Source: an optimization exercise on an open RTL-to-GDS flow (aim: small area, a short achievable clock period and few clock cycles per item). Production flows keep margins and buffers that such runs may drop. In this exercise RTL edits were held to simulation tests only and were not proved equivalent to the original.

`run.sh`:
```
#!/bin/bash
# synth_recipe.tcl (not shown) runs the flow's synth.tcl, then flattens the netlist and writes it again
# the make line also repeats each setting of config.mk as NAME=value (left out here)
make -C /OpenROAD-flow-scripts/flow DESIGN_CONFIG=/design/flow/config.mk WORK_HOME=/design/flow/orfs CLKGATE_MAP_FILE= SYNTH_SCRIPT=/design/flow/synth_recipe.tcl finish
```
`config.mk`:
```
export PLATFORM = sky130hd
export DESIGN_NAME = link_keeping_drive_vector
export DESIGN_NICKNAME = link_keeping_drive_vector
export VERILOG_FILES = /design/flow/design.v
export SDC_FILE = /design/flow/constraint.sdc
export NUM_CORES = 4
export LEC_CHECK = 0
export CAP_MARGIN = 20
export CORE_MARGIN = 2
export CORE_UTILIZATION = 40
export PLACE_DENSITY = 0.6
export SLEW_MARGIN = 20
```
`constraint.sdc`:
```
create_clock -name core_clock -period 11.0 [get_ports {clk}]
set_input_delay 2.2000 -clock core_clock [delete_from_list [all_inputs] [get_ports {clk}]]
set_output_delay 2.2000 -clock core_clock [all_outputs]
set_load 0.01 [all_outputs]
```
`design.v`:
```
package lkdv_pkg;
	localparam int unsigned LKDV_MAX_NEIGHBOURS = 8;
	localparam int unsigned CNT_W      = 4;
	localparam int unsigned COORD_W    = 16;
	localparam int unsigned SQ_W       = 32;
	localparam int unsigned ROOT_W     = 16;
	localparam int unsigned DRIVE_W    = 15;
	localparam int unsigned QUO_W      = 15;
	localparam int unsigned PROD_W     = DRIVE_W + COORD_W;
	localparam int unsigned SQRT_STEPS = 16;
	localparam int unsigned DIV_STEPS  = 15;
	typedef enum logic {
		REG_REACH = 1'b0,
		REG_DRIVE = 1'b1
	} reg_idx_t;
	typedef struct packed {
		logic                       found;
		logic signed [COORD_W-1:0]  held_x;
		logic signed [COORD_W-1:0]  held_y;
		logic [CNT_W-1:0]           held_index;
		logic [SQ_W-1:0]            held_sq;
	} frame_t;
endpackage
module lkdv_csa (
	input  logic [31:0] a,
	input  logic [31:0] b,
	input  logic [31:0] c,
	output logic [31:0] s,
	output logic [31:0] k
);
	assign s = a ^ b ^ c;
	assign k = {(a[30:0] & b[30:0]) | (a[30:0] & c[30:0]) | (b[30:0] & c[30:0]), 1'b0};
endmodule
module lkdv_arith (
	input  logic [31:0] acc_s,
	input  logic [31:0] acc_c,
	input  logic [15:0] rx,
	input  logic [15:0] ry,
	input  logic [15:0] pmask,
	output logic [31:0] nxt_s,
	output logic [31:0] nxt_c
);
	logic [15:0] px, py;
	logic [3:0]  bx, by;
	logic [7:0]  bx2, by2;
	logic [31:0] o [10];
	logic [31:0] s1a, k1a, s1b, k1b, s1c, k1c;
	logic [31:0] s2a, k2a, s2b, k2b;
	logic [31:0] s3, k3, s4, k4;
	assign px  = rx & pmask;
	assign py  = ry & pmask;
	assign bx  = rx[15:12];
	assign by  = ry[15:12];
	assign bx2 = {4'd0, bx} * {4'd0, bx};
	assign by2 = {4'd0, by} * {4'd0, by};
	assign o[0] = {acc_s[23:0], bx2};
	assign o[1] = {acc_c[23:0], by2};
	assign o[2] = {11'd0, bx[0] ? px : 16'd0, 5'd0};
	assign o[3] = {10'd0, bx[1] ? px : 16'd0, 6'd0};
	assign o[4] = {9'd0,  bx[2] ? px : 16'd0, 7'd0};
	assign o[5] = {8'd0,  bx[3] ? px : 16'd0, 8'd0};
	assign o[6] = {11'd0, by[0] ? py : 16'd0, 5'd0};
	assign o[7] = {10'd0, by[1] ? py : 16'd0, 6'd0};
	assign o[8] = {9'd0,  by[2] ? py : 16'd0, 7'd0};
	assign o[9] = {8'd0,  by[3] ? py : 16'd0, 8'd0};
	lkdv_csa u1a (.a(o[2]), .b(o[3]), .c(o[4]), .s(s1a), .k(k1a));
	lkdv_csa u1b (.a(o[6]), .b(o[7]), .c(o[8]), .s(s1b), .k(k1b));
	lkdv_csa u1c (.a(o[0]), .b(o[1]), .c(o[5]), .s(s1c), .k(k1c));
	lkdv_csa u2a (.a(s1a),  .b(k1a),  .c(s1b),  .s(s2a), .k(k2a));
	lkdv_csa u2b (.a(k1b),  .b(s1c),  .c(k1c),  .s(s2b), .k(k2b));
	lkdv_csa u3  (.a(s2a),  .b(k2a),  .c(s2b),  .s(s3),  .k(k3));
	lkdv_csa u4  (.a(s3),   .b(k3),   .c(k2b),  .s(s4),  .k(k4));
	lkdv_csa u5  (.a(s4),   .b(k4),   .c(o[9]), .s(nxt_s), .k(nxt_c));
endmodule
module lkdv_csa4 (
	input  logic [31:0] a,
	input  logic [31:0] b,
	input  logic [31:0] c,
	input  logic [31:0] d,
	output logic [31:0] s,
	output logic [31:0] k
);
	logic [31:0] s1, k1;
	lkdv_csa u_a (.a(a),  .b(b),  .c(c), .s(s1), .k(k1));
	lkdv_csa u_b (.a(s1), .b(k1), .c(d), .s(s),  .k(k));
endmodule
module lkdv_qualify (
	input  logic        clk,
	input  logic        arst_n,
	input  logic        in_valid,
	output logic        in_stall,
	input  logic [15:0] offset_x,
	input  logic [15:0] offset_y,
	input  logic        present,
	input  logic        frame_end,
	input  logic [15:0] reach,
	input  logic        reach_wr,
	output logic        f_valid,
	input  logic        f_take,
	output logic        f_found,
	output logic [31:0] f_sq,
	output logic [15:0] f_mx,
	output logic [15:0] f_my,
	output logic        f_sx,
	output logic        f_sy,
	output logic [2:0]  f_idx
);
	logic        busy_q, busy_n;      
	logic        res1_q, res1_n;      
	logic        res2_q, res2_n;      
	logic        chk_q, chk_n;        
	logic        r2run_q, r2run_n;    
	logic        r2pend_q, r2pend_n;  
	logic        last_q, last_n;      
	logic        done_q, done_n;      
	logic        found_q, found_n;
	logic [3:0]  cnt_q, cnt_n;
	logic        stall_q;
	logic [2:0]  pm_q;                
	logic [15:0] rx_q;
	logic [15:0] ry_q;
	logic        sx_q;
	logic        sy_q;
	logic [2:0]  idx_q;
	logic [31:0] acc_s_q;
	logic [31:0] acc_c_q;
	logic [31:0] r2_q;
	logic [31:0] nxt_s;
	logic [31:0] nxt_c;
	logic [31:0] cor_s;
	logic [31:0] cor_c;
	logic [31:0] cor_x;
	logic [31:0] cor_y;
	logic [31:0] sum;
	logic [15:0] pmask;
	logic        accept;
	logic        examine;
	logic        found;
	logic        start;
	logic        load;
	assign pmask = {4'd0, {4{pm_q[2]}}, {4{pm_q[1]}}, {4{pm_q[0]}}};
	lkdv_arith u_sq (
		.acc_s (acc_s_q),
		.acc_c (acc_c_q),
		.rx    (rx_q),
		.ry    (ry_q),
		.pmask (pmask),
		.nxt_s (nxt_s),
		.nxt_c (nxt_c)
	);
	assign cor_x = sx_q ? {15'd0, rx_q, 1'b1} : 32'd0;
	assign cor_y = sy_q ? {15'd0, ry_q, 1'b1} : 32'd0;
	lkdv_csa4 u_cor (
		.a (acc_s_q),
		.b (acc_c_q),
		.c (cor_x),
		.d (cor_y),
		.s (cor_s),
		.k (cor_c)
	);
	assign sum = acc_s_q + acc_c_q;
	assign found    = found_q || (chk_q && (acc_s_q > r2_q));
	assign in_stall = stall_q;
	assign accept   = in_valid && !stall_q;
	assign examine  = !cnt_q[3] && present && !found;
	assign start    = r2pend_q && !busy_q && !res1_q && !res2_q && !done_q;
	assign load     = !busy_q && !res1_q && !res2_q && !start && !done_q && accept && examine;
	assign f_valid = done_q;
	assign f_found = found_q;
	assign f_sq    = acc_s_q;
	assign f_mx    = rx_q + {15'd0, sx_q};
	assign f_my    = ry_q + {15'd0, sy_q};
	assign f_sx    = sx_q;
	assign f_sy    = sy_q;
	assign f_idx   = idx_q;
	always_comb begin
		busy_n   = busy_q;
		res1_n   = res1_q;
		res2_n   = res2_q;
		chk_n    = 1'b0;
		r2run_n  = r2run_q;
		r2pend_n = r2pend_q || reach_wr;
		last_n   = last_q;
		done_n   = done_q;
		found_n  = found_q;
		cnt_n    = cnt_q;
		if (chk_q) begin
			found_n = found;
			if (last_q)
				done_n = 1'b1;
		end
		if (busy_q) begin
			if (pm_q[2]) begin
				busy_n = 1'b0;
				res1_n = 1'b1;
			end
		end else if (res1_q) begin
			res1_n = 1'b0;
			res2_n = 1'b1;
		end else if (res2_q) begin
			res2_n = 1'b0;
			if (r2run_q)
				r2run_n = 1'b0;
			else
				chk_n = 1'b1;
		end else if (start) begin
			r2pend_n = reach_wr;
			r2run_n  = 1'b1;
			busy_n   = 1'b1;
		end else if (done_q) begin
			if (f_take) begin
				done_n  = 1'b0;
				found_n = 1'b0;
			end
		end else if (accept) begin
			if (!cnt_q[3])
				cnt_n = cnt_q + 4'd1;
			if (frame_end)
				cnt_n = 4'd0;
			last_n = frame_end;
			if (examine)
				busy_n = 1'b1;
			else if (frame_end)
				done_n = 1'b1;
		end
	end
	always_ff @(posedge clk or negedge arst_n) begin
		if (!arst_n) begin
			busy_q   <= 1'b0;
			res1_q   <= 1'b0;
			res2_q   <= 1'b0;
			chk_q    <= 1'b0;
			r2run_q  <= 1'b0;
			r2pend_q <= 1'b0;
			last_q   <= 1'b0;
			done_q   <= 1'b0;
			found_q  <= 1'b0;
			cnt_q    <= 4'd0;
			stall_q  <= 1'b0;
			r2_q     <= 32'd0;
		end else begin
			busy_q   <= busy_n;
			res1_q   <= res1_n;
			res2_q   <= res2_n;
			chk_q    <= chk_n;
			r2run_q  <= r2run_n;
			r2pend_q <= r2pend_n;
			last_q   <= last_n;
			done_q   <= done_n;
			found_q  <= found_n;
			cnt_q    <= cnt_n;
			stall_q  <= busy_n || res1_n || res2_n || done_n || r2pend_n || (chk_n && last_n);
			if (res2_q && r2run_q)
				r2_q <= sum;
		end
	end
	always_ff @(posedge clk) begin
		if (busy_q) begin
			acc_s_q <= nxt_s;
			acc_c_q <= nxt_c;
			rx_q    <= {rx_q[11:0], rx_q[15:12]};
			ry_q    <= {ry_q[11:0], ry_q[15:12]};
			pm_q    <= {pm_q[1:0], 1'b1};
		end else if (res1_q) begin
			acc_s_q <= cor_s;
			acc_c_q <= cor_c;
		end else if (res2_q) begin
			acc_s_q <= sum;
		end else if (start) begin
			acc_s_q <= 32'd0;
			acc_c_q <= 32'd0;
			pm_q    <= 3'd0;
			rx_q    <= reach;
			ry_q    <= 16'd0;
			sx_q    <= 1'b0;
			sy_q    <= 1'b0;
		end else if (load) begin
			acc_s_q <= 32'd0;
			acc_c_q <= 32'd0;
			pm_q    <= 3'd0;
			rx_q    <= offset_x ^ {16{offset_x[15]}};
			ry_q    <= offset_y ^ {16{offset_y[15]}};
			sx_q    <= offset_x[15];
			sy_q    <= offset_y[15];
			idx_q   <= cnt_q[2:0];
		end
	end
endmodule
module lkdv_scale (
	input  logic        clk,
	input  logic        arst_n,
	input  logic        f_valid,
	output logic        f_take,
	input  logic        f_found,
	input  logic [31:0] f_sq,
	input  logic [15:0] f_mx,
	input  logic [15:0] f_my,
	input  logic        f_sx,
	input  logic        f_sy,
	input  logic [2:0]  f_idx,
	input  logic [14:0] gain,
	output logic        out_valid,
	input  logic        out_stall,
	output logic [15:0] drive_x,
	output logic [15:0] drive_y,
	output logic        has_signal,
	output logic [3:0]  chosen_index
);
	logic        b_run_q;
	logic        b_done_q;
	logic [3:0]  b_step_q;
	logic        b_found_q;
	logic [31:0] b_sq_q;
	logic [15:0] b_root_q;
	logic [16:0] b_rem_q;
	logic [31:0] b_px_q;
	logic [31:0] b_py_q;
	logic        b_sx_q;
	logic        b_sy_q;
	logic [2:0]  b_idx_q;
	logic        c_run_q;
	logic        c_wait_q;
	logic [3:0]  c_step_q;
	logic        c_found_q;
	logic [31:0] c_dx_q;
	logic [31:0] c_dy_q;
	logic [15:0] c_root_q;
	logic        c_sx_q;
	logic        c_sy_q;
	logic [2:0]  c_idx_q;
	logic        o_valid_q;
	logic [15:0] o_x_q;
	logic [15:0] o_y_q;
	logic        o_sig_q;
	logic [2:0]  o_idx_q;
	logic        b_free;
	logic        c_take;
	logic        c_free;
	logic        o_free;
	logic        c_last;
	logic        c_zero;
	logic        c_fin;
	logic [15:0] res_x;
	logic [15:0] res_y;
	logic [18:0] sq_t;
	logic [16:0] mx_s;
	logic [16:0] my_s;
	logic [17:0] dx_t;
	logic [17:0] dy_t;
	logic        sq0_ge;
	logic [14:0] nqx;
	logic [14:0] nqy;
	assign sq_t = {b_rem_q, b_sq_q[31:30]} - {1'b0, b_root_q, 2'b01};
	assign mx_s = {1'b0, b_px_q[31:16]} + (b_px_q[0] ? {2'b0, gain} : 17'd0);
	assign my_s = {1'b0, b_py_q[31:16]} + (b_py_q[0] ? {2'b0, gain} : 17'd0);
	assign dx_t = {c_dx_q[31:14]} - {2'b0, c_root_q};
	assign dy_t = {c_dy_q[31:14]} - {2'b0, c_root_q};
	assign sq0_ge = f_sq[31:30] != 2'd0;
	assign c_free = !c_run_q && !c_wait_q;
	assign o_free = !o_valid_q || !out_stall;
	assign c_last = c_run_q && (c_step_q == 4'd14);
	assign c_zero = c_take && !b_found_q;
	assign c_fin  = c_last || c_zero || c_wait_q;
	assign c_take = b_done_q && c_free;
	assign b_free = !b_run_q && (!b_done_q || c_take);
	assign f_take = f_valid && b_free;
	always_ff @(posedge clk or negedge arst_n) begin
		if (!arst_n) begin
			b_run_q  <= 1'b0;
			b_done_q <= 1'b0;
			b_step_q <= 4'd0;
			c_run_q  <= 1'b0;
			c_wait_q <= 1'b0;
			c_step_q <= 4'd0;
			o_valid_q <= 1'b0;
		end else begin
			if (b_run_q) begin
				b_step_q <= b_step_q + 4'd1;
				if (b_step_q == 4'd14) begin
					b_run_q  <= 1'b0;
					b_done_q <= 1'b1;
				end
			end else if (f_take) begin
				b_run_q  <= f_found;
				b_done_q <= !f_found;
				b_step_q <= 4'd0;
			end else if (c_take) begin
				b_done_q <= 1'b0;
			end
			if (c_run_q) begin
				c_step_q <= c_step_q + 4'd1;
				if (c_step_q == 4'd14)
					c_run_q <= 1'b0;
			end else if (c_take) begin
				c_run_q  <= b_found_q;
				c_step_q <= 4'd0;
			end
			if (c_fin) begin
				c_wait_q <= !o_free;
			end
			if (c_fin && o_free) begin
				o_valid_q <= 1'b1;
			end else if (!out_stall) begin
				o_valid_q <= 1'b0;
			end
		end
	end
	always_ff @(posedge clk) begin
		if (b_run_q) begin
			b_sq_q <= {b_sq_q[29:0], 2'b00};
			if (!sq_t[18]) begin
				b_rem_q  <= sq_t[16:0];
				b_root_q <= {b_root_q[14:0], 1'b1};
			end else begin
				b_rem_q  <= {b_rem_q[14:0], b_sq_q[31:30]};
				b_root_q <= {b_root_q[14:0], 1'b0};
			end
			b_px_q <= {mx_s, b_px_q[15:1]};
			b_py_q <= {my_s, b_py_q[15:1]};
		end else if (f_take) begin
			b_found_q <= f_found;
			b_sq_q    <= {f_sq[29:0], 2'b00};
			b_rem_q   <= {15'd0, sq0_ge ? f_sq[31:30] - 2'd1 : f_sq[31:30]};
			b_root_q  <= {15'd0, sq0_ge};
			b_px_q    <= {2'd0, f_mx[0] ? gain : 15'd0, f_mx[15:1]};
			b_py_q    <= {2'd0, f_my[0] ? gain : 15'd0, f_my[15:1]};
			b_sx_q    <= f_sx;
			b_sy_q    <= f_sy;
			b_idx_q   <= f_idx;
		end
		if (c_last) begin
			c_dx_q[15:0] <= res_x;
			c_dy_q[15:0] <= res_y;
		end else if (c_run_q) begin
			c_dx_q <= {dx_t[17] ? c_dx_q[30:14] : dx_t[16:0], c_dx_q[13:0], !dx_t[17]};
			c_dy_q <= {dy_t[17] ? c_dy_q[30:14] : dy_t[16:0], c_dy_q[13:0], !dy_t[17]};
		end else if (c_take) begin
			c_found_q <= b_found_q;
			c_dx_q    <= b_found_q ? b_px_q : 32'd0;
			c_dy_q    <= b_found_q ? b_py_q : 32'd0;
			c_root_q  <= b_root_q;
			c_sx_q    <= b_sx_q;
			c_sy_q    <= b_sy_q;
			c_idx_q   <= b_found_q ? b_idx_q : 3'd0;
		end
	end
	assign nqx = {1'b1, ~c_dx_q[13:0]} + 15'd1;
	assign nqy = {1'b1, ~c_dy_q[13:0]} + 15'd1;
	assign res_x = c_sx_q ? (dx_t[17] ? {nqx, 1'b0} : {1'b1, ~c_dx_q[13:0], 1'b1})
	                      : {1'b0, c_dx_q[13:0], !dx_t[17]};
	assign res_y = c_sy_q ? (dy_t[17] ? {nqy, 1'b0} : {1'b1, ~c_dy_q[13:0], 1'b1})
	                      : {1'b0, c_dy_q[13:0], !dy_t[17]};
	always_ff @(posedge clk) begin
		if (c_fin && o_free) begin
			if (c_last) begin
				o_x_q   <= res_x;
				o_y_q   <= res_y;
				o_sig_q <= 1'b1;
				o_idx_q <= c_idx_q;
			end else if (c_wait_q) begin
				o_x_q   <= c_dx_q[15:0];
				o_y_q   <= c_dy_q[15:0];
				o_sig_q <= c_found_q;
				o_idx_q <= c_idx_q;
			end else begin
				o_x_q   <= 16'd0;
				o_y_q   <= 16'd0;
				o_sig_q <= 1'b0;
				o_idx_q <= 3'd0;
			end
		end
	end
	assign out_valid    = o_valid_q;
	assign drive_x      = o_x_q;
	assign drive_y      = o_y_q;
	assign has_signal   = o_sig_q;
	assign chosen_index = {1'b0, o_idx_q};
endmodule
module link_keeping_drive_vector (
	input  logic        clk,
	input  logic        arst_n,
	input  logic        psel,
	input  logic        penable,
	input  logic        pwrite,
	input  logic [2:0]  paddr,
	input  logic [31:0] pwdata,
	output logic [31:0] prdata,
	output logic        pready,
	input  logic        in_valid,
	output logic        in_stall,
	input  logic signed [15:0] offset_x,
	input  logic signed [15:0] offset_y,
	input  logic        present,
	input  logic        frame_end,
	output logic        out_valid,
	input  logic        out_stall,
	output logic signed [15:0] drive_x,
	output logic signed [15:0] drive_y,
	output logic        has_signal,
	output logic [3:0]  chosen_index
);
	logic [15:0] reach_q;
	logic [14:0] gain_q;
	logic        wr;
	logic [15:0] rd_q;
	logic        f_valid;
	logic        f_take;
	logic        f_found;
	logic [31:0] f_sq;
	logic [15:0] f_mx;
	logic [15:0] f_my;
	logic        f_sx;
	logic        f_sy;
	logic [2:0]  f_idx;
	assign pready = 1'b1;
	assign wr     = psel && penable && pwrite;
	always_ff @(posedge clk or negedge arst_n) begin
		if (!arst_n) begin
			reach_q <= 16'd0;
			gain_q  <= 15'd0;
		end else if (wr) begin
			if (paddr[2])
				gain_q  <= pwdata[14:0];
			else
				reach_q <= pwdata[15:0];
		end
	end
	always_ff @(posedge clk) begin
		rd_q <= paddr[2] ? {1'b0, gain_q} : reach_q;
	end
	assign prdata = {16'd0, rd_q};
	lkdv_qualify u_qualify (
		.clk       (clk),
		.arst_n    (arst_n),
		.in_valid  (in_valid),
		.in_stall  (in_stall),
		.offset_x  (offset_x),
		.offset_y  (offset_y),
		.present   (present),
		.frame_end (frame_end),
		.reach     (reach_q),
		.reach_wr  (wr && !paddr[2]),
		.f_valid   (f_valid),
		.f_take    (f_take),
		.f_found   (f_found),
		.f_sq      (f_sq),
		.f_mx      (f_mx),
		.f_my      (f_my),
		.f_sx      (f_sx),
		.f_sy      (f_sy),
		.f_idx     (f_idx)
	);
	lkdv_scale u_scale (
		.clk          (clk),
		.arst_n       (arst_n),
		.f_valid      (f_valid),
		.f_take       (f_take),
		.f_found      (f_found),
		.f_sq         (f_sq),
		.f_mx         (f_mx),
		.f_my         (f_my),
		.f_sx         (f_sx),
		.f_sy         (f_sy),
		.f_idx        (f_idx),
		.gain         (gain_q),
		.out_valid    (out_valid),
		.out_stall    (out_stall),
		.drive_x      (drive_x),
		.drive_y      (drive_y),
		.has_signal   (has_signal),
		.chosen_index (chosen_index)
	);
endmodule
```
==> results of run 1 <==
placed cells by master (no fill, tap or decap), types with 18 or more instances in the layout:
cell and n:
a21o_1 50, a21oi_1 92, a22o_1 44, a22oi_1 40, a31oi_1 31, and2_1 79, and3_1 125, buf_4 31
clkbuf_16 54, clkdlybuf4s50_1 110, conb_1 18, dfrtp_1 88, edfxtp_1 357, fa_1 152, ha_1 227, inv_1 243
mux2_2 91, mux2i_1 24, nand2_1 304, nand3_1 72, nand4_1 27, nor2_1 144, nor2b_1 45, nor3_1 21
o21a_1 19, o21ai_0 206, o31ai_1 27, xnor2_1 104, xor2_1 68
metrics by stage:
stage	std cells	hold WS [ps]
2_1_floorplan	3121	400.3
3_3_place_gp	4148	403.6
3_5_place_dp	4148	404.5
4_1_cts	4249	407.0
5_1_grt	4251	427.4
6_report	4252	417.2
worst max path at each step:
| stage | end | depth (start not counted) | start |
|---|---|---|---|
| detailed placement | gain_q[7]$_DFFE_PN0P_ | 3 | paddr[2] |
| global route | u_qualify.acc_s_q[8]$_DFFE_PP_ | 16 | u_qualify.ry_q[14]$_DFFE_PP_ |
| finish | u_qualify.acc_s_q[8]$_DFFE_PP_ | 16 | u_qualify.ry_q[14]$_DFFE_PP_ |
| global placement | gain_q[11]$_DFFE_PN0P_ | 3 | paddr[2] |
| CTS | u_qualify.acc_s_q[8]$_DFFE_PP_ | 16 | u_qualify.ry_q[14]$_DFFE_PP_ |
| floorplan | u_qualify.acc_c_q[9]$_DFFE_PP_ | 16 | u_qualify.rx_q[12]$_DFFE_PP_ |
state kept, by name, summed over array words and instances, names as in the netlist, 30 cells and up:
| signal | flops |
|---|---|
| u_qualify.acc_c_q | 31 |
| u_qualify.acc_s_q | 32 |
| u_qualify.r2_q | 32 |
| u_scale.b_px_q | 32 |
| u_scale.b_py_q | 32 |
| u_scale.b_sq_q | 30 |
| u_scale.c_dx_q | 32 |
| u_scale.c_dy_q | 32 |
kinds of logic (layout without fill, tap and decap cells):
family / Yosys count / count (layout)
simple gates: 912 / 912
compound gates: 639 / 639
flops: 464 / 464
mux: 115 / 115
xor+xnor: 173 / 173
buf+inv: 421 / 491
fa+ha+maj: 379 / 379
other cells: 2 / 19
per-layer routing:
metal  vias up  GRT usage  wire (um)
li1      11070          -          -
met4         0    0.07111       2717
met3       119    0.03831       5342
met2       623     0.3449      41490
met1     11740     0.3007      40390
met5         -          0          0
final cells by class:
cell class,count,area [um2],share of cell area
clock buffer,67,1450,0.03984
timing repair buffer,143,1389,0.03816
clock inverter,34,461.7,0.01268
antenna,1,2.502,0.00006875
multi-input combinational,2236,17520,0.4812
sequential,464,13320,0.3660
tap,1060,1326,0.03644
inverter,247,932.1,0.02561
==> impl_metrics.tcl, run 1 <==
set metrics [dict create \
    initial_core_util 0.4033 \
    drive_above_1_share 0.07584 \
    hold_viol 0 \
    yosys.area.top_type_share 0.3311 \
    dr_total_vias 23550 \
    netlist_instances 3105 \
    hp-class "register to register" \
    cp.required_ps 11340 \
    hold_buffers 0 \
    pre_cts_slack_ps 5843 \
    fp-row-count 104 \
    antenna_found_initial 2 \
    yosys-top-cells-count "edfxtp_1 (357), nand2_1 (304), inv_1 (246)" \
    slew_headroom 0.2480 \
    finClkSkew_ps 39.77 \
    synth_top_area_cell "edfxtp_1" \
    grt_pass1_wl_um 137900 \
    core-area_mm2 0.08029 \
    synth_seq_cells 464 \
    vias_per_cell 5.539 \
    synthArstFlopShare 0.1940 \
    clock-sinks 464 \
    cts_tree "built" \
    r2r_end "u_qualify.acc_s_q[8]$_DFFE_PP_" \
    area_delta_synth_final_pct 12.42 \
    drt.antenna.violating_nets 0 \
    synth.area.mux_share 0.03907 \
    hold_end "u_scale.b_idx_q[2]$_DFFE_PP_" \
    yosysUniqueCellTypes 78 \
    drtIter0Drc 1939 \
    post-route-util 0.4533 \
    place_congestion 0.8931 \
    cts_buffers 54 \
    synth_area_mm2 0.03238 \
    hold_start "u_qualify.idx_q[2]$_DFFE_PP_" \
    path_max_fanout 20 \
    track_usage 0.2171 \
    rsz0062_at_grt "false" \
    synth_warnings 6 \
    maxSlewViolCount 0 \
    syn_area_per_cell_um2 10.43 \
    cts.clk_slew.worst_paths_ps 60 \
    wirelength_um 89940 \
    critPathArrivalTime_ps 5460 \
    r2r_start "u_qualify.ry_q[14]$_DFFE_PP_" \
    postPlaceCellArea_mm2 0.03442 \
    worst-path-buf-inv 2 \
    synth_flop_cell "edfxtp_1" \
    synth_top_family_by_area "adder cells" \
    synth_compound_area_frac 0.1289 \
    io_buffers 111 \
    r2r_cells 16 \
    timing.critical_path.mode_cell "fa_1" \
    hold_depth 0 \
    ctsResizeCount 0 \
    tightest_slew_ps 1125 \
    drv_cap 0 \
    dp_hpwl_um 65000 \
    synth_edf_count 357 \
    yosysMostFrequentCell "edfxtp_1" \
    die_height_um 288.5 \
    clk_latency_ps 630 \
    post-route-period-util 0.4656 \
    ys_seq_area_frac 0.4112 \
    ioPinCount 148 \
    cts_buffer_depth 3 \
    endpoint_kind "register" \
    layout_min_cycle_time_ps 5121 \
    max_stage_delay_ps 970 \
    cts_setup_buffers 0 \
    synthTopCellsByArea "edfxtp_1 (33%), fa_1 (9.4%), ha_1 (8.8%)" \
    drc_errors 0 \
    fmax_mhz 195.3 \
    status "finished clean" \
    synth_xor_area_frac 0.04680 \
    h-tree-depth 2 \
    nFillCells 7594 \
    setup_viol 0 \
    clockRootBuffer "clkbuf_16" \
    nNetsFinal 3601 \
    synthSimpleGateAreaFrac 0.1410 \
    grt_overflow 0 \
    synthAdderAreaFrac 0.1817 \
    ff2ff_setup_slack_ps 5880 \
    tns_ps 0 \
    grt_pass1_vias 23220 \
    crit_slowest_cell "edfxtp_1" \
    critPathLaunchType "register" \
    dieArea_mm2 0.08323 \
    wl_per_cell_um 21.15 \
    die_w_um 288.5 \
    cp_top_family "adder cells" \
    grt_max_degree 92 \
    fin_area_mm2 0.03640 \
    firstDrtPassIters 5 \
    worst_slack_ps 5879 \
    criticalPathCategory "register to register" \
    path_cells "nor2b_1, and2_1, ha_1, a21o_1, a21oi_1, nor2b_1, o31a_1, ha_1, inv_1, fa_1, fa_1, fa_1, inv_1, fa_1, nand2_1, o21ai_0" \
]
Testbench counts, summed over its fixed seeds: cycles 70,400, frames 4,096.
==> run 2: changes to the inputs <==
--- a/design.v
+++ b/design.v
@@ -34,55 +34,40 @@
 module lkdv_arith (
 	input  logic [31:0] acc_s,
 	input  logic [31:0] acc_c,
-	input  logic [15:0] rx,
-	input  logic [15:0] ry,
-	input  logic [15:0] pmask,
+	input  logic [17:0] mx,
+	input  logic [17:0] my,
+	input  logic [14:0] pmask,
 	output logic [31:0] nxt_s,
 	output logic [31:0] nxt_c
-);
-	logic [15:0] px, py;
-	logic [3:0]  bx, by;
-	logic [7:0]  bx2, by2;
-	logic [31:0] o [10];
-	logic [31:0] s1a, k1a, s1b, k1b, s1c, k1c;
+)
+;
+	logic [14:0] px, py;
+	logic [2:0]  bx, by;
+	logic [18:0] tx, ty;
+	logic [31:0] o0, o1, o2, o3, o4, o5, o6, o7;
+	logic [31:0] s1a, k1a, s1b, k1b;
 	logic [31:0] s2a, k2a, s2b, k2b;
-	logic [31:0] s3, k3, s4, k4;
-	assign px  = rx & pmask;
-	assign py  = ry & pmask;
-	assign bx  = rx[15:12];
-	assign by  = ry[15:12];
-	assign bx2 = {4'd0, bx} * {4'd0, bx};
-	assign by2 = {4'd0, by} * {4'd0, by};
-	assign o[0] = {acc_s[23:0], bx2};
-	assign o[1] = {acc_c[23:0], by2};
-	assign o[2] = {11'd0, bx[0] ? px : 16'd0, 5'd0};
-	assign o[3] = {10'd0, bx[1] ? px : 16'd0, 6'd0};
-	assign o[4] = {9'd0,  bx[2] ? px : 16'd0, 7'd0};
-	assign o[5] = {8'd0,  bx[3] ? px : 16'd0, 8'd0};
-	assign o[6] = {11'd0, by[0] ? py : 16'd0, 5'd0};
-	assign o[7] = {10'd0, by[1] ? py : 16'd0, 6'd0};
-	assign o[8] = {9'd0,  by[2] ? py : 16'd0, 7'd0};
-	assign o[9] = {8'd0,  by[3] ? py : 16'd0, 8'd0};
-	lkdv_csa u1a (.a(o[2]), .b(o[3]), .c(o[4]), .s(s1a), .k(k1a));
-	lkdv_csa u1b (.a(o[6]), .b(o[7]), .c(o[8]), .s(s1b), .k(k1b));
-	lkdv_csa u1c (.a(o[0]), .b(o[1]), .c(o[5]), .s(s1c), .k(k1c));
-	lkdv_csa u2a (.a(s1a),  .b(k1a),  .c(s1b),  .s(s2a), .k(k2a));
-	lkdv_csa u2b (.a(k1b),  .b(s1c),  .c(k1c),  .s(s2b), .k(k2b));
-	lkdv_csa u3  (.a(s2a),  .b(k2a),  .c(s2b),  .s(s3),  .k(k3));
-	lkdv_csa u4  (.a(s3),   .b(k3),   .c(k2b),  .s(s4),  .k(k4));
-	lkdv_csa u5  (.a(s4),   .b(k4),   .c(o[9]), .s(nxt_s), .k(nxt_c));
-endmodule
-module lkdv_csa4 (
-	input  logic [31:0] a,
-	input  logic [31:0] b,
-	input  logic [31:0] c,
-	input  logic [31:0] d,
-	output logic [31:0] s,
-	output logic [31:0] k
-);
-	logic [31:0] s1, k1;
-	lkdv_csa u_a (.a(a),  .b(b),  .c(c), .s(s1), .k(k1));
-	lkdv_csa u_b (.a(s1), .b(k1), .c(d), .s(s),  .k(k));
+	logic [31:0] s3, k3;
+	assign px = mx[14:0] & pmask;
+	assign py = my[14:0] & pmask;
+	assign bx = mx[17:15];
+	assign by = my[17:15];
+	assign tx = {px, 1'b0, bx};
+	assign ty = {py, 1'b0, by};
+	assign o0 = {acc_s[25:0], 6'd0};
+	assign o1 = {acc_c[25:0], 6'd0};
+	assign o2 = {13'd0, bx[0] ? tx : 19'd0};
+	assign o3 = {12'd0, bx[1] ? tx : 19'd0, 1'b0};
+	assign o4 = {11'd0, bx[2] ? tx : 19'd0, 2'b0};
+	assign o5 = {13'd0, by[0] ? ty : 19'd0};
+	assign o6 = {12'd0, by[1] ? ty : 19'd0, 1'b0};
+	assign o7 = {11'd0, by[2] ? ty : 19'd0, 2'b0};
+	lkdv_csa u1a (.a(o2),  .b(o3),  .c(o4),  .s(s1a), .k(k1a));
+	lkdv_csa u1b (.a(o5),  .b(o6),  .c(o7),  .s(s1b), .k(k1b));
+	lkdv_csa u2a (.a(s1a), .b(k1a), .c(s1b), .s(s2a), .k(k2a));
+	lkdv_csa u2b (.a(k1b), .b(o0),  .c(o1),  .s(s2b), .k(k2b));
+	lkdv_csa u3  (.a(s2a), .b(k2a), .c(s2b), .s(s3),  .k(k3));
+	lkdv_csa u4  (.a(s3),  .b(k3),  .c(k2b), .s(nxt_s), .k(nxt_c));
 endmodule
 module lkdv_qualify (
 	input  logic        clk,
@@ -106,7 +91,6 @@
 	output logic [2:0]  f_idx
 );
 	logic        busy_q, busy_n;      
-	logic        res1_q, res1_n;      
 	logic        res2_q, res2_n;      
 	logic        chk_q, chk_n;        
 	logic        r2run_q, r2run_n;    
@@ -116,9 +100,9 @@
 	logic        found_q, found_n;
 	logic [3:0]  cnt_q, cnt_n;
 	logic        stall_q;
-	logic [2:0]  pm_q;                
-	logic [15:0] rx_q;
-	logic [15:0] ry_q;
+	logic [4:0]  pm_q;                
+	logic [17:0] rx_q;
+	logic [17:0] ry_q;
 	logic        sx_q;
 	logic        sy_q;
 	logic [2:0]  idx_q;
@@ -127,55 +111,40 @@
 	logic [31:0] r2_q;
 	logic [31:0] nxt_s;
 	logic [31:0] nxt_c;
-	logic [31:0] cor_s;
-	logic [31:0] cor_c;
-	logic [31:0] cor_x;
-	logic [31:0] cor_y;
 	logic [31:0] sum;
-	logic [15:0] pmask;
+	logic [14:0] pmask;
 	logic        accept;
 	logic        examine;
 	logic        found;
 	logic        start;
 	logic        load;
-	assign pmask = {4'd0, {4{pm_q[2]}}, {4{pm_q[1]}}, {4{pm_q[0]}}};
+	assign pmask = {{3{pm_q[4]}}, {3{pm_q[3]}}, {3{pm_q[2]}}, {3{pm_q[1]}}, {3{pm_q[0]}}};
 	lkdv_arith u_sq (
 		.acc_s (acc_s_q),
 		.acc_c (acc_c_q),
-		.rx    (rx_q),
-		.ry    (ry_q),
+		.mx    (rx_q),
+		.my    (ry_q),
 		.pmask (pmask),
 		.nxt_s (nxt_s),
 		.nxt_c (nxt_c)
 	);
-	assign cor_x = sx_q ? {15'd0, rx_q, 1'b1} : 32'd0;
-	assign cor_y = sy_q ? {15'd0, ry_q, 1'b1} : 32'd0;
-	lkdv_csa4 u_cor (
-		.a (acc_s_q),
-		.b (acc_c_q),
-		.c (cor_x),
-		.d (cor_y),
-		.s (cor_s),
-		.k (cor_c)
-	);
 	assign sum = acc_s_q + acc_c_q;
 	assign found    = found_q || (chk_q && (acc_s_q > r2_q));
 	assign in_stall = stall_q;
 	assign accept   = in_valid && !stall_q;
 	assign examine  = !cnt_q[3] && present && !found;
-	assign start    = r2pend_q && !busy_q && !res1_q && !res2_q && !done_q;
-	assign load     = !busy_q && !res1_q && !res2_q && !start && !done_q && accept && examine;
+	assign start    = r2pend_q && !busy_q && !res2_q && !done_q;
+	assign load     = !busy_q && !res2_q && !start && !done_q && accept && examine;
 	assign f_valid = done_q;
 	assign f_found = found_q;
 	assign f_sq    = acc_s_q;
-	assign f_mx    = rx_q + {15'd0, sx_q};
-	assign f_my    = ry_q + {15'd0, sy_q};
+	assign f_mx    = rx_q[15:0];
+	assign f_my    = ry_q[15:0];
 	assign f_sx    = sx_q;
 	assign f_sy    = sy_q;
 	assign f_idx   = idx_q;
 	always_comb begin
 		busy_n   = busy_q;
-		res1_n   = res1_q;
 		res2_n   = res2_q;
 		chk_n    = 1'b0;
 		r2run_n  = r2run_q;
@@ -190,13 +159,10 @@
 				done_n = 1'b1;
 		end
 		if (busy_q) begin
-			if (pm_q[2]) begin
+			if (pm_q[4]) begin
 				busy_n = 1'b0;
-				res1_n = 1'b1;
+				res2_n = 1'b1;
 			end
-		end else if (res1_q) begin
-			res1_n = 1'b0;
-			res2_n = 1'b1;
 		end else if (res2_q) begin
 			res2_n = 1'b0;
 			if (r2run_q)
@@ -227,7 +193,6 @@
 	always_ff @(posedge clk or negedge arst_n) begin
 		if (!arst_n) begin
 			busy_q   <= 1'b0;
-			res1_q   <= 1'b0;
 			res2_q   <= 1'b0;
 			chk_q    <= 1'b0;
 			r2run_q  <= 1'b0;
@@ -240,7 +205,6 @@
 			r2_q     <= 32'd0;
 		end else begin
 			busy_q   <= busy_n;
-			res1_q   <= res1_n;
 			res2_q   <= res2_n;
 			chk_q    <= chk_n;
 			r2run_q  <= r2run_n;
@@ -249,7 +213,7 @@
 			done_q   <= done_n;
 			found_q  <= found_n;
 			cnt_q    <= cnt_n;
-			stall_q  <= busy_n || res1_n || res2_n || done_n || r2pend_n || (chk_n && last_n);
+			stall_q  <= busy_n || res2_n || done_n || r2pend_n || (chk_n && last_n);
 			if (res2_q && r2run_q)
 				r2_q <= sum;
 		end
@@ -258,28 +222,25 @@
 		if (busy_q) begin
 			acc_s_q <= nxt_s;
 			acc_c_q <= nxt_c;
-			rx_q    <= {rx_q[11:0], rx_q[15:12]};
-			ry_q    <= {ry_q[11:0], ry_q[15:12]};
-			pm_q    <= {pm_q[1:0], 1'b1};
-		end else if (res1_q) begin
-			acc_s_q <= cor_s;
-			acc_c_q <= cor_c;
+			rx_q    <= {rx_q[14:0], rx_q[17:15]};
+			ry_q    <= {ry_q[14:0], ry_q[17:15]};
+			pm_q    <= {pm_q[3:0], 1'b1};
 		end else if (res2_q) begin
 			acc_s_q <= sum;
 		end else if (start) begin
 			acc_s_q <= 32'd0;
 			acc_c_q <= 32'd0;
-			pm_q    <= 3'd0;
-			rx_q    <= reach;
-			ry_q    <= 16'd0;
+			pm_q    <= 5'd0;
+			rx_q    <= {2'd0, reach};
+			ry_q    <= 18'd0;
 			sx_q    <= 1'b0;
 			sy_q    <= 1'b0;
 		end else if (load) begin
 			acc_s_q <= 32'd0;
 			acc_c_q <= 32'd0;
-			pm_q    <= 3'd0;
-			rx_q    <= offset_x ^ {16{offset_x[15]}};
-			ry_q    <= offset_y ^ {16{offset_y[15]}};
+			pm_q    <= 5'd0;
+			rx_q    <= {2'd0, offset_x[15] ? 16'd0 - offset_x : offset_x};
+			ry_q    <= {2'd0, offset_y[15] ? 16'd0 - offset_y : offset_y};
 			sx_q    <= offset_x[15];
 			sy_q    <= offset_y[15];
 			idx_q   <= cnt_q[2:0];
@@ -502,7 +463,7 @@
 	logic [15:0] reach_q;
 	logic [14:0] gain_q;
 	logic        wr;
-	logic [15:0] rd_q;
+	logic        sel_q;
 	logic        f_valid;
 	logic        f_take;
 	logic        f_found;
@@ -526,9 +487,9 @@
 		end
 	end
 	always_ff @(posedge clk) begin
-		rd_q <= paddr[2] ? {1'b0, gain_q} : reach_q;
+		sel_q <= paddr[2];
 	end
-	assign prdata = {16'd0, rd_q};
+	assign prdata = sel_q ? {17'd0, gain_q} : {16'd0, reach_q};
 	lkdv_qualify u_qualify (
 		.clk       (clk),
 		.arst_n    (arst_n),
--- a/config.mk
+++ b/config.mk
@@ -8,5 +8,6 @@
 export CAP_MARGIN = 20
 export CORE_MARGIN = 2
 export CORE_UTILIZATION = 40
+export CTS_BUF_LIST = sky130_fd_sc_hd__clkbuf_8
 export PLACE_DENSITY = 0.6
 export SLEW_MARGIN = 20
==> impl_metrics.tcl, run 2 <==
set metrics [dict create \
    status "finished clean" \
    dp_hpwl_um 58670 \
    path_max_fanout 40 \
    drive_above_1_share 0.09576 \
    dr_total_vias 21380 \
    drtIter0Drc 1849 \
    worst-path-buf-inv 2 \
    max_stage_delay_ps 710 \
    clk_latency_ps 670 \
    synth_warnings 3 \
    ctsResizeCount 0 \
    die_w_um 274.3 \
    rsz0062_at_grt "false" \
    drv_cap 0 \
    grt_overflow 0 \
    hold_viol 0 \
    cp.required_ps 11280 \
    hold_buffers 0 \
    cts_setup_buffers 0 \
    cp_top_family "simple AND/OR/NAND/NOR gates" \
    critPathLaunchType "primary input" \
    yosysUniqueCellTypes 79 \
    fp-row-count 99 \
    synth_seq_cells 451 \
    cts_tree "built" \
    slew_headroom 0.2730 \
    synth_top_area_cell "edfxtp_1" \
    nNetsFinal 3232 \
    initial_core_util 0.4020 \
    synth_edf_count 360 \
    dieArea_mm2 0.07526 \
    cts_buffers 81 \
    tightest_slew_ps 1090 \
    path_cells "clkdlybuf4s50_1, nand2b_1, or3_1, nor2_1, nor2_1, nand2_2, buf_4" \
    synth_area_mm2 0.02923 \
    cts_buffer_depth 3 \
    clockRootBuffer "clkbuf_8" \
    die_height_um 274.3 \
    synthTopCellsByArea "edfxtp_1 (37%), dfrtp_1 (7.6%), ha_1 (7.4%)" \
    timing.critical_path.mode_cell "nor2_1" \
    post-route-period-util 0.4649 \
    tns_ps 0 \
    setup_viol 0 \
    clock-sinks 451 \
    core-area_mm2 0.07271 \
    final_common_cell "edfxtp_1" \
    grt_pass1_wl_um 124300 \
    criticalPathCategory "primary input to register" \
    layout_common_cells "edfxtp_1 (360), nand2_1 (288), inv_1 (286)" \
    maxSlewViolCount 0 \
    ys_seq_area_frac 0.4474 \
    finClkSkew_ps 37.40 \
    antenna_found_initial 3 \
    hp-class "register to register" \
    wirelength_um 79910 \
    drc_errors 0 \
    track_usage 0.2138 \
    worst_slack_ps 5886 \
    place_congestion 0.9527 \
    io_buffers 111 \
    wl_per_cell_um 20.46 \
    vias_per_cell 5.475 \
    drt.antenna.violating_nets 0 \
    yosys-top-cells-count "edfxtp_1 (360), nand2_1 (289), inv_1 (263)" \
    pre_cts_slack_ps 5235 \
    grt_max_degree 93 \
    ioPinCount 148 \
    netlist_instances 2780 \
    endpoint_kind "register" \
    yosys.area.top_type_share 0.3698 \
    crit_slowest_cell "nand2_2" \
    critPathArrivalTime_ps 5400 \
    fmax_mhz 195.5 \
    firstDrtPassIters 5 \
    yosysMostFrequentCell "edfxtp_1" \
    area_delta_synth_final_pct 12.45 \
    grt_pass1_vias 21470 \
    synth_flop_cell "edfxtp_1" \
    cts.clk_slew.worst_paths_ps 60 \
    layout_min_cycle_time_ps 5114 \
    synthArstFlopShare 0.1973 \
    h-tree-depth 3 \
    syn_area_per_cell_um2 10.52 \
]
-- run 2: layout make-up --
type | instances | area, um2
Multi-Input combinational cell | 1944 | 14670
Antenna cell | 1 | 2.502
Tap cell | 959 | 1200
Fill cell | 6724 | 39840
Clock inverter | 55 | 321.6
Inverter | 263 | 989.7
Sequential cell | 451 | 13090
Timing Repair Buffer | 141 | 1354
Clock buffer | 91 | 1252
-- run 2: worst paths after layout --
check                                                 from                        endpoint  slack [ps]  depth (start not counted)
hold / removal                u_qualify.sx_q$_SDFFCE_PP0P_        u_scale.b_sx_q$_DFFE_PP_         410                          0
min in group asynchronous                           arst_n  u_qualify.r2_q[14]$_DFFE_PN0P_        1500                          1
setup reg to reg           u_qualify.acc_s_q[31]$_DFFE_PP_     u_qualify.rx_q[1]$_DFFE_PP_        6150                         11
hold reg to reg               u_qualify.sx_q$_SDFFCE_PP0P_        u_scale.b_sx_q$_DFFE_PP_         410                          0
max in group asynchronous                           arst_n       u_scale.b_run_q$_DFF_PN0_        8200                          2
setup / recovery                                  in_valid     u_qualify.rx_q[1]$_DFFE_PP_        5890                          7
-- run 2: cells by family (layout without fill, tap and decap cells) --
logic type                 Yosys count  count (layout)  share of synthesized area
xor gates and xnor gates           146             146                    0.04400
adders and majority gates          274             274                     0.1430
DFF                                451             451                     0.4474
buffers and inverters              401             550                    0.05466
and+or+nand+nor                    807             807                     0.1366
muxes                              118             118                    0.04498
AOI/OAI and AO/OA                  581             581                     0.1292
other                                2              19                  0.0002569
-- run 2: routing by layer --
| layer | wire length (um) | track usage | vias to the layer above | share of wire |
|---|---|---|---|---|
| met5 | 13 | 0 | - | 0.00016 |
| met4 | 1763 | 0.06307 | 2 | 0.022 |
| met3 | 5787 | 0.04046 | 106 | 0.072 |
| met2 | 36110 | 0.3344 | 720 | 0.45 |
| met1 | 36230 | 0.3012 | 10530 | 0.45 |
| li1 | - | - | 10020 | - |
-- run 2: metrics by stage --
step / instance area, um2 / util / std cells / hold WS [ps]
2_1_floorplan: 29290 / - / 2796 / 400.3
3_3_place_gp: 31270 / 0.4300 / 3757 / 402.2
3_5_place_dp: 31270 / 0.4300 / 3757 / 405.2
4_1_cts: 32840 / 0.4517 / 3903 / 414.3
5_1_grt: 32870 / 0.4521 / 3905 / 417.2
6_report: 32870 / 0.4521 / 3905 / 414.8
Testbench counts of run 2, summed over its fixed seeds: cycles 72,321, frames 4,096.
==> run 3: changes to the inputs <==
--- a/config.mk
+++ b/config.mk
@@ -8,6 +8,5 @@
 export CAP_MARGIN = 20
 export CORE_MARGIN = 2
 export CORE_UTILIZATION = 40
-export CTS_BUF_LIST = sky130_fd_sc_hd__clkbuf_8
 export PLACE_DENSITY = 0.6
 export SLEW_MARGIN = 20
==> impl_metrics.tcl, run 3 <==
set metrics [dict create \
    ff2ff_setup_slack_ps 6180 \
    synth_top_area_cell "edfxtp_1" \
    dp_hpwl_um 58670 \
    area_delta_synth_final_pct 12.89 \
    vias_per_cell 5.522 \
    endpoint_kind "register" \
    yosys.area.top_type_share 0.3698 \
    post-route-util 0.4539 \
    critPathLaunchType "primary input" \
    syn_area_per_cell_um2 10.52 \
    yosys-top-cells-count "edfxtp_1 (360), nand2_1 (289), inv_1 (263)" \
    grt_max_degree 93 \
    status "finished clean" \
    netlist_instances 2780 \
    grt_pass1_wl_um 123700 \
    diodes 0 \
    criticalPathCategory "primary input to register" \
    fp-row-count 99 \
    nFillCells 6706 \
    clock-sinks 451 \
    nNetsFinal 3202 \
    initial_core_util 0.4020 \
    clk_latency_ps 610 \
    rsz0062_at_grt "false" \
    ioPinCount 148 \
    seqCellArea_mm2 0.01309 \
    cp.required_ps 11210 \
    fin_area_mm2 0.03300 \
    cts_buffers 51 \
    synth_area_mm2 0.02923 \
    clockRootBuffer "clkbuf_16" \
    cts_buffer_depth 3 \
    hold_start "u_scale.b_sy_q$_DFFE_PP_" \
    tightest_slew_ps 1097 \
    drive_above_1_share 0.08645 \
    synth_flop_cell "edfxtp_1" \
    r2r_cells 11 \
    finClkSkew_ps 35.38 \
    core-area_mm2 0.07271 \
    r2r_end "u_qualify.rx_q[1]$_DFFE_PP_" \
    layout_min_cycle_time_ps 5173 \
    post-route-period-util 0.4702 \
    h-tree-depth 2 \
    postPlaceCellArea_mm2 0.03127 \
    grt_pass1_vias 21130 \
    synth_warnings 3 \
    r2r_start "u_qualify.acc_s_q[31]$_DFFE_PP_" \
    io_buffers 111 \
    ys_seq_area_frac 0.4474 \
    firstDrtPassIters 6 \
    ctsResizeCount 0 \
    multi_input_area_mm2 0.01467 \
    drtIter0Drc 1948 \
    setup_viol 0 \
    synth_seq_cells 451 \
    place_congestion 0.9527 \
    hp-class "register to register" \
    synth_edf_count 360 \
    die_w_um 274.3 \
    wirelength_um 79700 \
    die_height_um 274.3 \
    tns_ps 0 \
    slew_headroom 0.2690 \
    hold_end "u_scale.c_sy_q$_DFFE_PP_" \
    fmax_mhz 193.3 \
    path_max_fanout 40 \
    cts_tree "built" \
    antenna_found_initial 4 \
    drt.antenna.violating_nets 0 \
    dieArea_mm2 0.07526 \
    hold_viol 0 \
    critPathArrivalTime_ps 5380 \
    hold_depth 0 \
    hold_buffers 0 \
    synthTopCellsByArea "edfxtp_1 (37%), dfrtp_1 (7.6%), ha_1 (7.4%)" \
    synthArstFlopShare 0.1973 \
    track_usage 0.2122 \
    maxSlewViolCount 0 \
    grt_overflow 0 \
    cts.clk_slew.worst_paths_ps 60 \
    drc_errors 0 \
    final_common_cell "edfxtp_1" \
    cts_setup_buffers 0 \
    layout_common_cells "edfxtp_1 (360), nand2_1 (288), inv_1 (262)" \
    yosysMostFrequentCell "edfxtp_1" \
    yosysUniqueCellTypes 79 \
    wl_per_cell_um 20.70 \
    dr_total_vias 21270 \
    drv_cap 0 \
]
## run 3: cell count changes in the layout (fill, tap and decap cells not counted)
cell and delta:
bufinv_16 +4, clkinvlp_4 -4, diode_2 -1, inv_1 -24, clkinv_4 -1, clkbuf_1 +12, inv_6 +2, clkbuf_16 +51
clkbuf_8 -85, clkinv_1 -9, clkinv_2 +1
## run 3: routing by layer
layer / up-vias / share of wire / GRT usage
met2: 673 / 0.45 / 0.3353
met4: 2 / 0.023 / 0.05077
met3: 103 / 0.067 / 0.03687
met5: - / 0.00016 / 0
met1: 10540 / 0.46 / 0.3030
li1: 9948 / - / -
## run 3: logic make-up (layout without fill, tap and decap cells)
logic type	after synthesis	count (layout)	share of synthesized area
compound gates	581	581	0.1292
xor+xnor	146	146	0.04400
fa+ha+maj	274	274	0.1430
buf+inv	401	497	0.05466
flops	451	451	0.4474
mux	118	118	0.04498
other cells	2	18	0.0002569
simple gates	807	807	0.1366
## run 3: worst max-delay path by stage
stage / from / end / slack, ps / depth (start not counted)
after floorplan: present / u_qualify.acc_s_q[10]$_DFFE_PP_ / 4370 / 4
after global placement: in_valid / u_qualify.rx_q[3]$_DFFE_PP_ / 5330 / 7
after detailed placement: in_valid / u_qualify.rx_q[2]$_DFFE_PP_ / 5230 / 7
after CTS: in_valid / u_qualify.rx_q[6]$_DFFE_PP_ / 5860 / 7
after global routing: in_valid / u_qualify.rx_q[2]$_DFFE_PP_ / 5650 / 7
final: in_valid / u_qualify.rx_q[1]$_DFFE_PP_ / 5830 / 7
## run 3: through the flow
stage | instances | setup slack (ps) | hold WS, ps
floorplan | 2796 | 4371 | 400.3
global placement | 3757 | 5334 | 402.2
detailed placement | 3757 | 5235 | 405.2
CTS | 3850 | 5865 | 430.4
global route | 3851 | 5648 | 437.2
finish | 3851 | 5827 | 430.5
## run 3: critical path, stage by stage
cell             delay, ps
clkdlybuf4s50_1        570
nand2b_1               150
or3_1                  460
nor2_1                 390
nor2_1                 200
nand2_2                700
buf_4                  670
## run 3: final cells by class
class,instances,area share
Timing Repair Buffer,141,0.04102
Multi-Input combinational cell,1944,0.4444
Tap cell,959,0.03636
Clock buffer,69,0.04254
Clock inverter,24,0.009137
Inverter,263,0.02999
Sequential cell,451,0.3965
==> run 4: changes to the inputs <==
--- a/design.v
+++ b/design.v
@@ -100,6 +100,7 @@
 	logic        found_q, found_n;
 	logic [3:0]  cnt_q, cnt_n;
 	logic        stall_q;
+	logic        ldok_q;              
 	logic [4:0]  pm_q;                
 	logic [17:0] rx_q;
 	logic [17:0] ry_q;
@@ -134,7 +135,7 @@
 	assign accept   = in_valid && !stall_q;
 	assign examine  = !cnt_q[3] && present && !found;
 	assign start    = r2pend_q && !busy_q && !res2_q && !done_q;
-	assign load     = !busy_q && !res2_q && !start && !done_q && accept && examine;
+	assign load     = in_valid && present && ldok_q && !(chk_q && (acc_s_q > r2_q));
 	assign f_valid = done_q;
 	assign f_found = found_q;
 	assign f_sq    = acc_s_q;
@@ -202,6 +203,7 @@
 			found_q  <= 1'b0;
 			cnt_q    <= 4'd0;
 			stall_q  <= 1'b0;
+			ldok_q   <= 1'b1;
 			r2_q     <= 32'd0;
 		end else begin
 			busy_q   <= busy_n;
@@ -214,6 +216,8 @@
 			found_q  <= found_n;
 			cnt_q    <= cnt_n;
 			stall_q  <= busy_n || res2_n || done_n || r2pend_n || (chk_n && last_n);
+			ldok_q   <= !(busy_n || res2_n || done_n || r2pend_n || (chk_n && last_n))
+			            && !cnt_n[3] && !found_n;
 			if (res2_q && r2run_q)
 				r2_q <= sum;
 		end
@@ -463,7 +467,7 @@
 	logic [15:0] reach_q;
 	logic [14:0] gain_q;
 	logic        wr;
-	logic        sel_q;
+	logic [15:0] rd_q;
 	logic        f_valid;
 	logic        f_take;
 	logic        f_found;
@@ -487,9 +491,9 @@
 		end
 	end
 	always_ff @(posedge clk) begin
-		sel_q <= paddr[2];
+		rd_q <= paddr[2] ? {1'b0, gain_q} : reach_q;
 	end
-	assign prdata = sel_q ? {17'd0, gain_q} : {16'd0, reach_q};
+	assign prdata = {16'd0, rd_q};
 	lkdv_qualify u_qualify (
 		.clk       (clk),
 		.arst_n    (arst_n),
--- a/config.mk
+++ b/config.mk
@@ -8,5 +8,8 @@
 export CAP_MARGIN = 20
 export CORE_MARGIN = 2
 export CORE_UTILIZATION = 40
+export CTS_BUF_LIST = sky130_fd_sc_hd__clkbuf_16
+export CTS_CLUSTER_DIAMETER = 100
+export CTS_CLUSTER_SIZE = 24
 export PLACE_DENSITY = 0.6
 export SLEW_MARGIN = 20
==> impl_metrics.tcl, run 4 <==
set metrics [dict create \
    status "finished clean" \
    area_delta_synth_final_pct 9.520 \
    hp-class "register to register" \
    layout_min_cycle_time_ps 4341 \
    rsz0062_at_grt "false" \
    tns_ps 0 \
    clk_latency_ps 610 \
    hold_end "u_scale.b_idx_q[2]$_DFFE_PP_" \
    grt_overflow 0 \
    core-area_mm2 0.07457 \
    hold_buffers 0 \
    die_height_um 278.7 \
    timing.critical_path.mode_cell "or3_1" \
    path_cells "clkdlybuf4s50_1, or3_1, nor3_1, nand3_1, or3_1, or3_1, nand2_1, xnor2_1, mux2i_1, o21ai_0" \
    synthTopCellsByArea "edfxtp_1 (36%), dfrtp_1 (7.4%), ha_1 (7.2%)" \
    synth_top_family_by_area "simple AND/OR/NAND/NOR gates" \
    setup_viol 0 \
    cts_buffer_depth 3 \
    grt_max_degree 100 \
    die_w_um 278.7 \
    cp_top_family "simple AND/OR/NAND/NOR gates" \
    layout_common_cells "edfxtp_1 (360), nand2_1 (284), inv_1 (265)" \
    ioPinCount 148 \
    synth_top_area_cell "edfxtp_1" \
    pre_cts_slack_ps 6059 \
    synth_seq_cells 467 \
    endpoint_kind "register" \
    hold_depth 0 \
    synth_xor_area_frac 0.03626 \
    yosysUniqueCellTypes 84 \
    maxSlewViolCount 0 \
    syn_area_per_cell_um2 10.45 \
    synth_flop_cell "edfxtp_1" \
    nNetsFinal 3275 \
    fmax_mhz 230.3 \
    cts_setup_buffers 0 \
    final_common_cell "edfxtp_1" \
    dr_total_vias 22090 \
    fp-row-count 100 \
    netlist_instances 2890 \
    initial_core_util 0.4048 \
    clock-sinks 467 \
    yosysMostFrequentCell "edfxtp_1" \
    cts_buffers 27 \
    firstDrtPassIters 6 \
    postPlaceCellArea_mm2 0.03213 \
    h-tree-depth 1 \
    post-route-util 0.4434 \
    r2r_end "u_scale.b_py_q[29]$_DFFE_PP_" \
    place_congestion 0.8903 \
    cp.required_ps 11310 \
    nFillCells 6984 \
    synth_area_mm2 0.03019 \
    drc_errors 0 \
    crit_start "offset_x[3]" \
    vias_per_cell 5.645 \
    synthSimpleGateAreaFrac 0.1431 \
    worst_slack_ps 6659 \
    path_depth 10 \
    wirelength_um 83380 \
    antenna_found_initial 2 \
    r2r_cells 13 \
    criticalPathCategory "primary input to register" \
    io_buffers 111 \
    synth_compound_area_frac 0.1300 \
    synthAdderAreaFrac 0.1384 \
    synth.area.mux_share 0.05388 \
    dieArea_mm2 0.07769 \
    yosys.area.top_type_share 0.3581 \
    ys_seq_area_frac 0.4440 \
    yosys-top-cells-count "edfxtp_1 (360), nand2_1 (285), inv_1 (260)" \
    drtIter0Drc 1994 \
    critPathLaunchType "primary input" \
    worst-path-buf-inv 1 \
    cts_tree "built" \
    ctsResizeCount 0 \
    fin_area_mm2 0.03306 \
    drive_above_1_share 0.07507 \
    clockRootBuffer "clkbuf_16" \
    tightest_slew_ps 1041 \
    slew_headroom 0.3055 \
    wl_per_cell_um 21.31 \
    diodes 0 \
    synth_edf_count 360 \
    hold_start "u_qualify.idx_q[2]$_DFFE_PP_" \
    critPathArrivalTime_ps 4650 \
    drv_cap 0 \
    ff2ff_setup_slack_ps 6730 \
    path_max_fanout 3 \
    cts.clk_slew.worst_paths_ps 90 \
    grt_pass1_vias 21830 \
    post-route-period-util 0.3947 \
    crit_slowest_cell "clkdlybuf4s50_1" \
    hold_viol 0 \
    max_stage_delay_ps 510 \
    r2r_start "u_scale.b_py_q[0]$_DFFE_PP_" \
    track_usage 0.2125 \
    dp_hpwl_um 61640 \
    finClkSkew_ps 29.85 \
    synthArstFlopShare 0.1927 \
    grt_pass1_wl_um 129700 \
    synth_warnings 3 \
    drt.antenna.violating_nets 0 \
]
run 4: cell count changes after synthesis, moves of 11 or more:
cell | previous run | this run
nand3_1 | 51 | 66
a21oi_1 | 97 | 110
dfxtp_1 | 2 | 17
nor2_1 | 118 | 130
o21ai_0 | 217 | 202
o21a_1 | 19 | 30
nor3_1 | 22 | 40
xor2_1 | 73 | 57
mux2i_1 | 11 | 32
run 4: metrics by stage:
step	instances	hold slack, ps
2_1_floorplan	2906	400.3
3_3_place_gp	3862	406.7
3_5_place_dp	3862	409.9
4_1_cts	3910	419.7
5_1_grt	3913	437.9
6_report	3913	423.0
run 4: how the worst max path moves through the flow:
| stage | end | slack, ps |
|---|---|---|
| 2_1_floorplan | u_qualify.acc_c_q[10]$_SDFFCE_PN0P_ | 6130 |
| 3_3_place_gp | u_qualify.rx_q[13]$_DFFE_PP_ | 6100 |
| 3_5_place_dp | u_qualify.rx_q[13]$_DFFE_PP_ | 6060 |
| 4_1_cts | u_qualify.rx_q[13]$_DFFE_PP_ | 6700 |
| 5_1_grt | u_scale.b_py_q[30]$_SDFFCE_PN0P_ | 6440 |
| 6_report | u_qualify.rx_q[13]$_DFFE_PP_ | 6660 |
run 4: cell type report:
type	count	area [um2]	area share
Clock buffer	27	675.6	0.02043
Clock inverter	21	188.9	0.005714
Inverter	260	978.4	0.02959
Multi-Input combinational cell	2034	15270	0.4619
Sequential cell	467	13410	0.4055
Tap cell	969	1212	0.03667
Timing Repair Buffer	135	1329	0.04019
run 4: logic make-up after synthesis:
group / after synthesis
AO/OA/AOI/OAI: 599
XOR/XNOR: 125
adder cells (fa/ha/maj): 274
buffers and inverters: 405
flip-flops: 467
multiplexers: 148
other: 2
AND/OR/NAND/NOR: 870
run 4: metal layers:
layer	GRT usage	wire [um]	share of wire
met4	0.05831	2478	0.030
met2	0.3449	38750	0.46
met3	0.02008	4482	0.054
met1	0.3041	37660	0.45
met5	0	8	0.000096
Testbench counts of run 4, summed over its fixed seeds: cycles 72,321, frames 4,096.
==> run 5: changes to the inputs <==
--- a/config.mk
+++ b/config.mk
@@ -7,9 +7,9 @@
 export LEC_CHECK = 0
 export CAP_MARGIN = 20
 export CORE_MARGIN = 2
-export CORE_UTILIZATION = 40
+export CORE_UTILIZATION = 55
 export CTS_BUF_LIST = sky130_fd_sc_hd__clkbuf_16
 export CTS_CLUSTER_DIAMETER = 100
 export CTS_CLUSTER_SIZE = 24
-export PLACE_DENSITY = 0.6
+export PLACE_DENSITY = 0.75
 export SLEW_MARGIN = 20
==> impl_metrics.tcl, run 5 <==
set metrics [dict create \
    vias_per_cell 6.150 \
    ioPinCount 148 \
    timing.critical_path.mode_cell "or3_1" \
    grt_pass1_wl_um 122800 \
    ff2ff_setup_slack_ps 6770 \
    postPlaceCellArea_mm2 0.03179 \
    initial_core_util 0.5588 \
    dieArea_mm2 0.05678 \
    seqCellArea_mm2 0.01341 \
    cp_top_family "simple AND/OR/NAND/NOR gates" \
    core-area_mm2 0.05403 \
    hp-class "register to register" \
    met2_usage 0.4497 \
    crit_slowest_cell "clkdlybuf4s50_1" \
    worst_slack_ps 6597 \
    cts_tree "built" \
    nFillCells 4417 \
    synthArstFlopShare 0.1927 \
    ys_seq_area_frac 0.4440 \
    antenna_found_initial 0 \
    die_height_um 238.3 \
    dr_total_vias 22360 \
    yosys-top-cells-count "edfxtp_1 (360), nand2_1 (285), inv_1 (260)" \
    setup_viol 0 \
    clock-sinks 467 \
    drtIter0Drc 2193 \
    synth_edf_count 360 \
    grt_most_used_layer "met2" \
    cts_setup_buffers 0 \
    h-tree-depth 1 \
    endpoint_kind "register" \
    grt_pass1_vias 22080 \
    critPathLaunchType "primary input" \
    path_depth 9 \
    yosysMostFrequentCell "edfxtp_1" \
    drt.antenna.violating_nets 0 \
    hold_buffers 0 \
    path_max_fanout 3 \
    synth_warnings 3 \
    clk_latency_ps 600 \
    post-route-period-util 0.4002 \
    maxSlewViolCount 0 \
    wirelength_um 77840 \
    max_stage_delay_ps 530 \
    cts_buffers 25 \
    yosys.area.top_type_share 0.3581 \
    finClkSkew_ps 28.07 \
    tightest_slew_ps 1102 \
    diodes 0 \
    use_met3 0.03089 \
    synthTopCellsByArea "edfxtp_1 (36%), dfrtp_1 (7.4%), ha_1 (7.2%)" \
    synth_top_area_cell "edfxtp_1" \
    drv_cap 0 \
    critPathArrivalTime_ps 4840 \
    wl_per_cell_um 21.41 \
    tns_ps 0 \
    dp_hpwl_um 57140 \
    worst-path-buf-inv 1 \
    netlist_instances 2890 \
    place_congestion 0.9302 \
    drc_errors 0 \
    fin_area_mm2 0.03263 \
    nNetsFinal 3272 \
    pre_cts_slack_ps 6045 \
    cts.clk_slew.worst_paths_ps 100 \
    hold_viol 0 \
    fp-row-count 85 \
    path_cells "clkdlybuf4s50_1, or3_1, nor3_1, nand3_1, or3_1, or3_1, nor4b_1, a211oi_1, a21oi_1" \
    whs_ps 445.1 \
    r2r_cells 13 \
    criticalPathCategory "primary input to register" \
    hold_depth 0 \
    cp.required_ps 11440 \
    multi_input_area_mm2 0.01527 \
    yosysUniqueCellTypes 84 \
    area_delta_synth_final_pct 8.086 \
    status "finished clean" \
    track_usage 0.2746 \
    clockRootBuffer "clkbuf_16" \
    synth_seq_cells 467 \
    drive_above_1_share 0.07211 \
    die_w_um 238.3 \
    cts_buffer_depth 3 \
    grt_overflow 0 \
    synth_flop_cell "edfxtp_1" \
    fmax_mhz 227.1 \
    ctsResizeCount 0 \
    grt_max_degree 103 \
    rsz0062_at_grt "false" \
    syn_area_per_cell_um2 10.45 \
    final_common_cell "edfxtp_1" \
    layout_min_cycle_time_ps 4403 \
    io_buffers 111 \
    layout_common_cells "edfxtp_1 (360), nand2_1 (285), inv_1 (270)" \
    synth_area_mm2 0.03019 \
    met1_usage 0.3899 \
    firstDrtPassIters 7 \
    slew_headroom 0.2656 \
]
[run 5: path summary, 6_finish.rpt]
check                                        startpoint                             to
setup / recovery                            offset_x[3]   u_qualify.rx_q[15]$_DFFE_PP_
hold / removal             u_qualify.idx_q[0]$_DFFE_PP_   u_scale.b_idx_q[0]$_DFFE_PP_
setup reg to reg            u_scale.b_py_q[0]$_DFFE_PP_   u_scale.b_py_q[29]$_DFFE_PP_
hold reg to reg            u_qualify.idx_q[0]$_DFFE_PP_   u_scale.b_idx_q[0]$_DFFE_PP_
max in group asynchronous                        arst_n      u_scale.b_run_q$_DFF_PN0_
min in group asynchronous                        arst_n  u_qualify.r2_q[6]$_DFFE_PN0P_
[run 5: per-stage QoR]
stage,std cells,utilization
2_1_floorplan,2906,-
5_1_grt,3636,0.6040
3_5_place_dp,3589,0.5884
3_3_place_gp,3589,0.5884
6_report,3636,0.6040
4_1_cts,3634,0.6030
[run 5: cell families (layout without fill, tap and decap cells)]
logic type	Yosys count	count (layout)	synth area share
other	2	18	0.0002488
XOR/XNOR	125	125	0.03626
buffers and inverters	405	439	0.05413
AO/OA/AOI/OAI	599	599	0.1300
adder cells (fa/ha/maj)	274	274	0.1384
multiplexers	148	148	0.05388
flip-flops	467	467	0.4440
AND/OR/NAND/NOR	870	870	0.1431
[run 5: layout make-up]
type / instances / area share
timing repair buffer: 134 / 0.04026
tap: 696 / 0.02669
multi-input combinational: 2034 / 0.4679
clock inverter: 18 / 0.003528
inverter: 260 / 0.02998
clock buffer: 27 / 0.02071
sequential: 467 / 0.4109
[run 5: layer usage]
layer,share of wire,vias to the layer above
li1,-,10300
met5,0,-
met3,0.075,121
met4,0.027,0
met1,0.43,11050
met2,0.47,896

[port drivers added, routing unchanged]
The results above use ideal ports. As a check the final layouts listed here were re-extracted and re-timed, cells and wires unchanged.
Step 1 assumes that a clkbuf_16 drives the clock port and a buf_2 every other input.
Step 2 adds t to the input delays and takes it off the output delays; t is the mean of the earliest and latest rising clock arrival at the registers after step 1. Input paths then give back, and output paths get back, about the clock's delay inside the block.
a / b / c = ideal ports / drivers / drivers and shift; a / b = the first two.
run	shift t [ns]	slack for setup (ns)	latest minus earliest clock arrival (ns)	slew at the worst register clock pin (ns)	worst slew at a driven data input, ns
run 1	0.681	5.879 / 5.879 / 5.879	0.040 / 0.040	0.07 / 0.07	0.10
run 2	0.716	5.886 / 5.927 / 5.211	0.038 / 0.038	0.07 / 0.07	0.08
run 3	0.652	5.827 / 5.871 / 5.219	0.040 / 0.040	0.07 / 0.07	0.08
run 4	0.659	6.659 / 6.704 / 6.045	0.036 / 0.036	0.11 / 0.11	0.09
run 5	0.648	6.597 / 6.635 / 5.987	0.030 / 0.030	0.10 / 0.10	0.04
After both steps every run listed still meets setup and hold. For run 2, which loses most, drivers alone change the setup slack by +0.041 ns; drivers and shift together by -0.675 ns.
